From an optimization exercise on the open Yosys and OpenROAD flow, aimed at small area, a short achievable clock period and few clock cycles per item; shortcuts taken in it are not production practice. Function was checked by simulation only, so behaviour that the tests miss may differ from the original.

==> build 61: inputs <==
==> flow/design.v (excerpt) <==
module scalar_alu_pipe #(
   parameter int DATA_W     = 64,
   parameter int MUL_CYCLES = 4
) (
   input  logic              clock,
   input  logic              reset_n,
   input  logic              in_valid,
   output logic              in_ready,
   input  logic [salu_pkg::OP_W-1:0] in_op,
   input  logic              in_wide,
   input  logic [DATA_W-1:0] in_src0,
   input  logic [DATA_W-1:0] in_src1,
   input  logic [salu_pkg::SIMM_W-1:0] in_simm,
   input  logic [salu_pkg::SDST_W-1:0] in_sdst,
   input  logic              in_scc,
   output logic              out_valid,
   input  logic              out_ready,
   output logic [DATA_W-1:0] out_data,
   output logic [salu_pkg::SDST_W-1:0] out_sdst,
   output logic              out_wr,
   output logic              out_scc
);
Settings: LEC_CHECK=0, CAP_MARGIN=20, CORE_MARGIN=2, CORE_UTILIZATION=35, SETUP_SLACK_MARGIN=5, SLEW_MARGIN=20; clock period 9.0 ns.
run.sh (not shown) runs the stock make flow with config.mk's settings and CLKGATE_MAP_FILE= SYNTH_SCRIPT=/design/flow/synth_recipe.tcl, a recipe that flattens the netlist after the stock synthesis.
==> build 64: changes against build 61 <==
--- a/flow/design.v
+++ b/flow/design.v
@@ -29,22 +29,36 @@
    } salu_op_e;
    typedef enum logic {
       S_IDLE = 1'b0,
       S_MUL  = 1'b1
    } salu_fsm_e;
 endpackage
+module salu_mul_enc (
+   input  logic [31:0] b,
+   output logic [15:0] one,
+   output logic [15:0] two,
+   output logic [15:0] ng
+);
+   logic [32:0] bx;
+   assign bx = {b, 1'b0};
+   for (genvar i = 0; i < 16; i++) begin : g_enc
+      assign one[i] = bx[2*i+1] ^ bx[2*i];
+      assign two[i] = (bx[2*i+2] & ~bx[2*i+1] & ~bx[2*i]) | (~bx[2*i+2] & bx[2*i+1] & bx[2*i]);
+      assign ng[i]  = bx[2*i+2] & ~(bx[2*i+1] & bx[2*i]);
+   end
+endmodule
 module salu_mul_pp (
    input  logic [31:0] a,
-   input  logic [31:0] b,
+   input  logic [15:0] one,
+   input  logic [15:0] two,
+   input  logic [15:0] ng,
    output logic [31:0] row0,
    output logic [31:0] row1,
    output logic [31:0] row2
 );
-   logic [32:0] bx;
    logic [32:0] ax;
-   logic [15:0] one, two, ng;
    logic [31:0] pp0;
    logic [29:0] pp1;
    logic [27:0] pp2;
    logic [25:0] pp3;
    logic [23:0] pp4;
    logic [21:0] pp5;
@@ -56,66 +70,60 @@
    logic [9:0] pp11;
    logic [7:0] pp12;
    logic [5:0] pp13;
    logic [3:0] pp14;
    logic [1:0] pp15;
    logic s1_1, s1_2, s1_3, s1_4, s1_5, s1_6, s1_7, s1_8, s1_9, s1_10, s1_11, s1_12, s1_13, s1_14, s1_15, s1_16, s1_17, s1_18, s1_19, s1_20, s1_21, s1_22, s1_23, s1_24, s1_25, s1_26, s1_27, s1_28, s1_29, s1_30, s1_31, s1_32, s1_33, s1_34, s1_35, s1_36, s1_37, s1_38, s1_39, s1_40, s1_41, s1_42, s1_43, s1_44, s1_45, s1_46, s1_47, s1_48, s1_49, s1_50, s1_51, s1_52, s1_53, s1_54, s1_55, s1_56, s1_57, s1_58, s1_59, s1_60, s1_61, s1_62, s1_63, s1_64, s1_65, s1_66, s1_67, s1_68, s1_69, s1_70, s1_71, s1_72, s1_73, s1_74, s1_75, s1_76, s1_77, s1_78, s1_79, s1_80, s1_81, s1_82, s1_83, s1_84, s1_85, s1_86, s1_87, s1_88, s1_89, s1_90, s1_91, s1_92, s1_93, s1_94, s1_95, s1_96, s1_97, s1_98, s1_99, s1_100, s1_101, s1_102, s1_103, s1_104, s1_105, s1_106, s1_107, s1_108, s1_109, s1_110, s1_111, s1_112, s1_113, s1_114, s1_115, s1_116, s1_117, s1_118, s1_119, s1_120, s1_121, s1_122, s1_123, s1_124, s1_125, s1_126, s1_127, s1_128, s1_129, s1_130, s1_131, s1_132, s1_133, s1_134, s1_135, s1_136, s1_137, s1_138, s1_139, s1_140, s1_141, s1_142, s1_143, s1_144, s1_145, s1_146, s1_147, s1_148, s1_149, s1_150, s1_151, s1_152, s1_153, s1_154, s1_155, s1_156, s1_157, s1_158, s1_159, s1_160, s1_161, s1_162, s1_163, s1_164, s1_165, s1_166, s1_167, s1_168, s1_169, s1_170, s1_171, s1_172, s1_173, s1_174, s1_175, s1_176, s1_177, s1_178, s1_179, s1_180, s1_181, s1_182, s1_183, s1_184, s1_185, s1_186, s1_187, s1_188, s1_189, s1_190, s1_191, s1_192, s1_193, s1_194, s1_195, s1_196, s1_197, s1_198, s1_199, s1_200, s1_201, s1_202, s1_203, s1_204, s1_205, s1_206, s1_207, s1_208, s1_209, s1_210, s1_211, s1_212, s1_213, s1_214, s1_215, s1_216, s1_217, s1_218, s1_219, s1_220, s1_221, s1_222, s1_223, s1_224, s1_225, s1_226, s1_227, s1_228, s1_229, s1_230, s1_231, s1_232, s1_233, s1_234, s1_235, s1_236, s1_237, s1_238, s1_239, s1_240, s1_241, s1_242, s1_243, s1_244, s1_245, s1_246, s1_247, s1_248, s1_249, s1_250, s1_251, s1_252, s1_253, s1_254, s1_255, s1_256, s1_257, s1_258, s1_259, s1_260, s1_261, s1_262, s1_263, s1_264, s1_265, s1_266, s1_267, s1_268, s1_269, s1_270, s1_271, s1_272, s1_273, s1_274, s1_275, s1_276, s1_277, s1_278, s1_279, s1_280, s1_281, s1_282, s1_283, s1_284, s1_285, s1_286, s1_287, s1_288, s1_289, s1_290, s1_291, s1_292, s1_293, s1_294, s1_295, s1_296, s1_297, s1_298, s1_299, s1_300, s1_301, s1_302, s1_303, s1_304, s1_305, s1_306, s1_307, s1_308, s1_309, s1_310, s1_311, s1_312, s1_313, s1_314, s1_315, s1_316, s1_317, s1_318, s1_319, s1_320, s1_321, s1_322, s1_323, s1_324, s1_325, s1_326, s1_327, s1_328, s1_329, s1_330, s1_331, s1_332, s1_333, s1_334, s1_335, s1_336, s1_337, s1_338, s1_339, s1_340, s1_341, s1_342, s1_343, s1_344, s1_345, s1_346, s1_347, s1_348, s1_349, s1_350, s1_351, s1_352, s1_353, s1_354, s1_355, s1_356, s1_357, s1_358, s1_359, s1_360, s1_361, s1_362, s1_363, s1_364, s1_365, s1_366, s1_367, s1_368, s1_369, s1_370, s1_371, s1_372, s1_373, s1_374, s1_375, s1_376, s1_377, s1_378, s1_379, s1_380, s1_381, s1_382, s1_383, s1_384, s1_385, s1_386, s1_387, s1_388, s1_389, s1_390, s1_391, s1_392, s1_393, s1_394, s1_395, s1_396, s1_397, s1_398, s1_399, s1_400, s1_401, s1_402, s1_403, s1_404, s1_405, s1_406, s1_407, s1_408, s1_409, s1_410, s1_411, s1_412, s1_413, s1_414, s1_415, s1_416, s1_417, s1_418, s1_419, s1_420;
-   assign bx = {b, 1'b0};
    assign ax = {a, 1'b0};
-   for (genvar i = 0; i < 16; i++) begin : g_enc
-      assign one[i] = bx[2*i+1] ^ bx[2*i];
-      assign two[i] = (bx[2*i+2] & ~bx[2*i+1] & ~bx[2*i]) | (~bx[2*i+2] & bx[2*i+1] & bx[2*i]);
-      assign ng[i]  = bx[2*i+2] & ~(bx[2*i+1] & bx[2*i]);
-   end
    for (genvar j = 0; j < 32; j++) begin : g_pp0
-      assign pp0[j] = (one[0] & (ax[j+1] ^ ng[0])) | (two[0] & (ax[j] ^ ng[0]));
+      assign pp0[j] = ((one[0] & ax[j+1]) | (two[0] & ax[j])) ^ ng[0];
    end
    for (genvar j = 0; j < 30; j++) begin : g_pp1
-      assign pp1[j] = (one[1] & (ax[j+1] ^ ng[1])) | (two[1] & (ax[j] ^ ng[1]));
+      assign pp1[j] = ((one[1] & ax[j+1]) | (two[1] & ax[j])) ^ ng[1];
    end
    for (genvar j = 0; j < 28; j++) begin : g_pp2
-      assign pp2[j] = (one[2] & (ax[j+1] ^ ng[2])) | (two[2] & (ax[j] ^ ng[2]));
+      assign pp2[j] = ((one[2] & ax[j+1]) | (two[2] & ax[j])) ^ ng[2];
    end
    for (genvar j = 0; j < 26; j++) begin : g_pp3
-      assign pp3[j] = (one[3] & (ax[j+1] ^ ng[3])) | (two[3] & (ax[j] ^ ng[3]));
+      assign pp3[j] = ((one[3] & ax[j+1]) | (two[3] & ax[j])) ^ ng[3];
    end
    for (genvar j = 0; j < 24; j++) begin : g_pp4
-      assign pp4[j] = (one[4] & (ax[j+1] ^ ng[4])) | (two[4] & (ax[j] ^ ng[4]));
+      assign pp4[j] = ((one[4] & ax[j+1]) | (two[4] & ax[j])) ^ ng[4];
    end
    for (genvar j = 0; j < 22; j++) begin : g_pp5
-      assign pp5[j] = (one[5] & (ax[j+1] ^ ng[5])) | (two[5] & (ax[j] ^ ng[5]));
+      assign pp5[j] = ((one[5] & ax[j+1]) | (two[5] & ax[j])) ^ ng[5];
    end
    for (genvar j = 0; j < 20; j++) begin : g_pp6
-      assign pp6[j] = (one[6] & (ax[j+1] ^ ng[6])) | (two[6] & (ax[j] ^ ng[6]));
+      assign pp6[j] = ((one[6] & ax[j+1]) | (two[6] & ax[j])) ^ ng[6];
    end
    for (genvar j = 0; j < 18; j++) begin : g_pp7
-      assign pp7[j] = (one[7] & (ax[j+1] ^ ng[7])) | (two[7] & (ax[j] ^ ng[7]));
+      assign pp7[j] = ((one[7] & ax[j+1]) | (two[7] & ax[j])) ^ ng[7];
    end
    for (genvar j = 0; j < 16; j++) begin : g_pp8
-      assign pp8[j] = (one[8] & (ax[j+1] ^ ng[8])) | (two[8] & (ax[j] ^ ng[8]));
+      assign pp8[j] = ((one[8] & ax[j+1]) | (two[8] & ax[j])) ^ ng[8];
    end
    for (genvar j = 0; j < 14; j++) begin : g_pp9
-      assign pp9[j] = (one[9] & (ax[j+1] ^ ng[9])) | (two[9] & (ax[j] ^ ng[9]));
+      assign pp9[j] = ((one[9] & ax[j+1]) | (two[9] & ax[j])) ^ ng[9];
    end
    for (genvar j = 0; j < 12; j++) begin : g_pp10
-      assign pp10[j] = (one[10] & (ax[j+1] ^ ng[10])) | (two[10] & (ax[j] ^ ng[10]));
+      assign pp10[j] = ((one[10] & ax[j+1]) | (two[10] & ax[j])) ^ ng[10];
    end
    for (genvar j = 0; j < 10; j++) begin : g_pp11
-      assign pp11[j] = (one[11] & (ax[j+1] ^ ng[11])) | (two[11] & (ax[j] ^ ng[11]));
+      assign pp11[j] = ((one[11] & ax[j+1]) | (two[11] & ax[j])) ^ ng[11];
    end
    for (genvar j = 0; j < 8; j++) begin : g_pp12
-      assign pp12[j] = (one[12] & (ax[j+1] ^ ng[12])) | (two[12] & (ax[j] ^ ng[12]));
+      assign pp12[j] = ((one[12] & ax[j+1]) | (two[12] & ax[j])) ^ ng[12];
    end
    for (genvar j = 0; j < 6; j++) begin : g_pp13
-      assign pp13[j] = (one[13] & (ax[j+1] ^ ng[13])) | (two[13] & (ax[j] ^ ng[13]));
+      assign pp13[j] = ((one[13] & ax[j+1]) | (two[13] & ax[j])) ^ ng[13];
    end
    for (genvar j = 0; j < 4; j++) begin : g_pp14
-      assign pp14[j] = (one[14] & (ax[j+1] ^ ng[14])) | (two[14] & (ax[j] ^ ng[14]));
+      assign pp14[j] = ((one[14] & ax[j+1]) | (two[14] & ax[j])) ^ ng[14];
    end
    for (genvar j = 0; j < 2; j++) begin : g_pp15
-      assign pp15[j] = (one[15] & (ax[j+1] ^ ng[15])) | (two[15] & (ax[j] ^ ng[15]));
+      assign pp15[j] = ((one[15] & ax[j+1]) | (two[15] & ax[j])) ^ ng[15];
    end
    assign s1_1 = pp0[4] ^ pp1[2];
    assign s1_2 = pp0[4] & pp1[2];
    assign s1_3 = pp0[5] ^ pp1[3];
    assign s1_4 = pp0[5] & pp1[3];
    assign s1_5 = pp0[6] ^ pp1[4] ^ pp2[2];
@@ -655,21 +663,24 @@
          salu_pkg::OP_MUL_I32:  begin d_tt = 4'b0000; d_mul = 1'b1; end
          default:               begin d_tt = 4'b1100; d_wr = 1'b0; end
       endcase
       d_w    = in_wide & ~d_imm & ~d_mul;
       d_fscc = ~(d_fc | d_flt | d_fgt | d_feq | d_fne | d_fov | d_nz);
    end
+   logic [15:0] bo_in, bt_in, bn_in;
+   salu_mul_enc u_menc (.b(in_src1[31:0]), .one(bo_in), .two(bt_in), .ng(bn_in));
    logic [63:0] y_in, yy_in;
    assign y_in  = d_imm ? {32'b0, {16{in_simm[15]}}, in_simm} : in_src1;
    assign yy_in = y_in ^ {64{d_inv}};
    logic        p1v;
    logic [63:0] a, yy;
    logic [3:0]  tt;
    logic        inv, w, c_sum, c_shr, c_shl, c_ashr, c_mm, c_max, c_sgn;
    logic        c_fc, c_flt, c_fgt, c_feq, c_fne, c_fov, c_fscc, c_nz, c_wr, c_mul, p1_scc;
    logic [6:0]  p1_sdst;
+   logic [15:0] bo, bt, bn;
    always_ff @(posedge clock or negedge reset_n)
       if (!reset_n)  p1v <= 1'b0;
       else if (en)   p1v <= in_valid;
    always_ff @(posedge clock)
       if (en) begin
          a       <= in_src0;
@@ -693,12 +704,15 @@
          c_fscc  <= d_fscc;
          c_nz    <= d_nz;
          c_wr    <= d_wr;
          c_mul   <= d_mul;
          p1_scc  <= in_scc;
          p1_sdst <= in_sdst;
+         bo      <= bo_in;
+         bt      <= bt_in;
+         bn      <= bn_in;
       end
    logic [65:0] sum66;
    logic [63:0] s, p;
    logic        c64, c32, cw, lt_u, lt_i, sa, sy, eq, lt, gt, sel_a, ovf;
    assign sum66 = {1'b0, a, 1'b1} + {1'b0, yy, inv};
    assign s     = sum66[64:1];
@@ -742,36 +756,39 @@
    assign res[31:0]  = lg[31:0]  | ({32{c_sum}} & s[31:0])  | ({32{c_shr}} & sr[31:0])  | ({32{c_shl}} & rsr[31:0]);
    assign res[63:32] = lg[63:32] | ({32{hs}}    & s[63:32]) | ({32{hr}}    & sr[63:32]) | ({32{hl}}    & rsr[63:32]);
    logic flag;
    assign flag = (c_fc & cw) | (c_flt & lt) | (c_fgt & gt) | (c_feq & eq) | (c_fne & ~eq) |
                  (c_fov & ovf) | (c_fscc & p1_scc);
    logic [31:0] m0, m1, m2;
-   salu_mul_pp u_mpp (.a(a[31:0]), .b(yy[31:0]), .row0(m0), .row1(m1), .row2(m2));
+   salu_mul_pp u_mpp (.a(a[31:0]), .one(bo), .two(bt), .ng(bn), .row0(m0), .row1(m1), .row2(m2));
    logic [63:0] x;
-   assign x = res | ({64{c_mul}} & {m1, m0});
+   assign x = res | ({64{c_mul}} & {8'b0, m1[23:0], 8'b0, m0[23:0]});
    logic        r2v, r2_mul, r2_wr, r2_nz, r2_flag;
    logic [63:0] r2_x;
    logic [31:0] r2_m2;
+   logic [7:0]  r2_m0h, r2_m1h;
    logic [6:0]  r2_sdst;
    always_ff @(posedge clock or negedge reset_n)
       if (!reset_n)  r2v <= 1'b0;
       else if (en)   r2v <= p1v;
    always_ff @(posedge clock)
       if (en) begin
          r2_x    <= x;
          r2_m2   <= m2;
+         r2_m0h  <= m0[31:24];
+         r2_m1h  <= m1[31:24];
          r2_mul  <= c_mul;
          r2_wr   <= c_wr;
          r2_nz   <= c_nz;
          r2_flag <= flag;
          r2_sdst <= p1_sdst;
       end
    logic [31:0] mp;
    logic [63:0] e2_data;
    logic        e2_scc;
-   salu_mul_fin u_mfin (.row0(r2_x[31:0]), .row1(r2_x[63:32]), .row2(r2_m2), .p(mp));
+   salu_mul_fin u_mfin (.row0({r2_m0h, r2_x[23:0]}), .row1({r2_m1h, r2_x[55:32]}), .row2(r2_m2), .p(mp));
    assign e2_data = r2_mul ? {32'b0, mp} : r2_x;
    assign e2_scc  = r2_nz ? (r2_x != '0) : r2_flag;
    always_ff @(posedge clock or negedge reset_n)
       if (!reset_n)  out_valid <= 1'b0;
       else if (en)   out_valid <= r2v;
    always_ff @(posedge clock)
==> qor summary <==
item                                                             build 61        build 64
Worst r2r path cells                                                   17              12
DRC violation total after the first TritonRoute iteration            5543            5553
Non-clock buffers, area share                                       11.8%           10.9%
Count of multi-input combinational gates                             3096            3091
Adder and majority cell fraction of the synthesized area            15.4%           14.2%
DPL Wire Length                                                 136000 µm       132000 µm
Arrival time reported for the critical path endpoint              5330 ps         4710 ps
Crit path buf inv count                                                 7               3
Sequential standard cell area                                  0.0101 mm²      0.0121 mm²
Instance count on the critical path                                    17              12
Inserted Clock Buffers                                                 43              51
Ratio of final minimum period to clock period                       55.6%           47.9%
Worst hold slack after final layout                                416 ps          419 ps
Count of different cell masters after synthesis                        89              91
Run status                                                 finished clean  finished clean
Termination of the worst setup path                              r2_x[26]        r2_x[53]
Number of synthesized register bits                                   338             402
Testbench counts of build 61, summed over its fixed seeds: cycles 12,024, items 12,000.
Testbench counts of build 64, summed over its fixed seeds: cycles 12,024, items 12,000.

[what the ideal ports hide]
No port has a modelled driver above. Below, the same layouts with a new extraction and two added sets of constraints.
Step 1 (the two cells are an assumption about what drives the block):
set clk [get_ports {clock}]
set_driving_cell -lib_cell sky130_fd_sc_hd__clkbuf_16 $clk
set_driving_cell -lib_cell sky130_fd_sc_hd__buf_2 [delete_from_list [all_inputs] $clk]
Step 2 times the ports against the registers' clock, not the clock port: input delays grow and output delays shrink by t, the midpoint of the rising clock arrivals with the driver on.
Three values: no drivers, after step 1, after step 2; two values: the first two.
run	t (ns)	slack for setup (ns)	latest minus earliest clock arrival (ns)	worst register clock-pin slew, ns	worst data-port slew with drivers (ns)
build 61	0.698	3.995 / 3.995 / 3.995	0.038 / 0.039	0.07 / 0.07	0.07
build 64	0.747	4.692 / 4.692 / 4.354	0.026 / 0.026	0.07 / 0.07	0.07
After both steps every run listed still meets setup and hold. For build 64, which loses most, drivers alone change the setup slack by 0.000 ns; drivers and shift together by -0.338 ns.
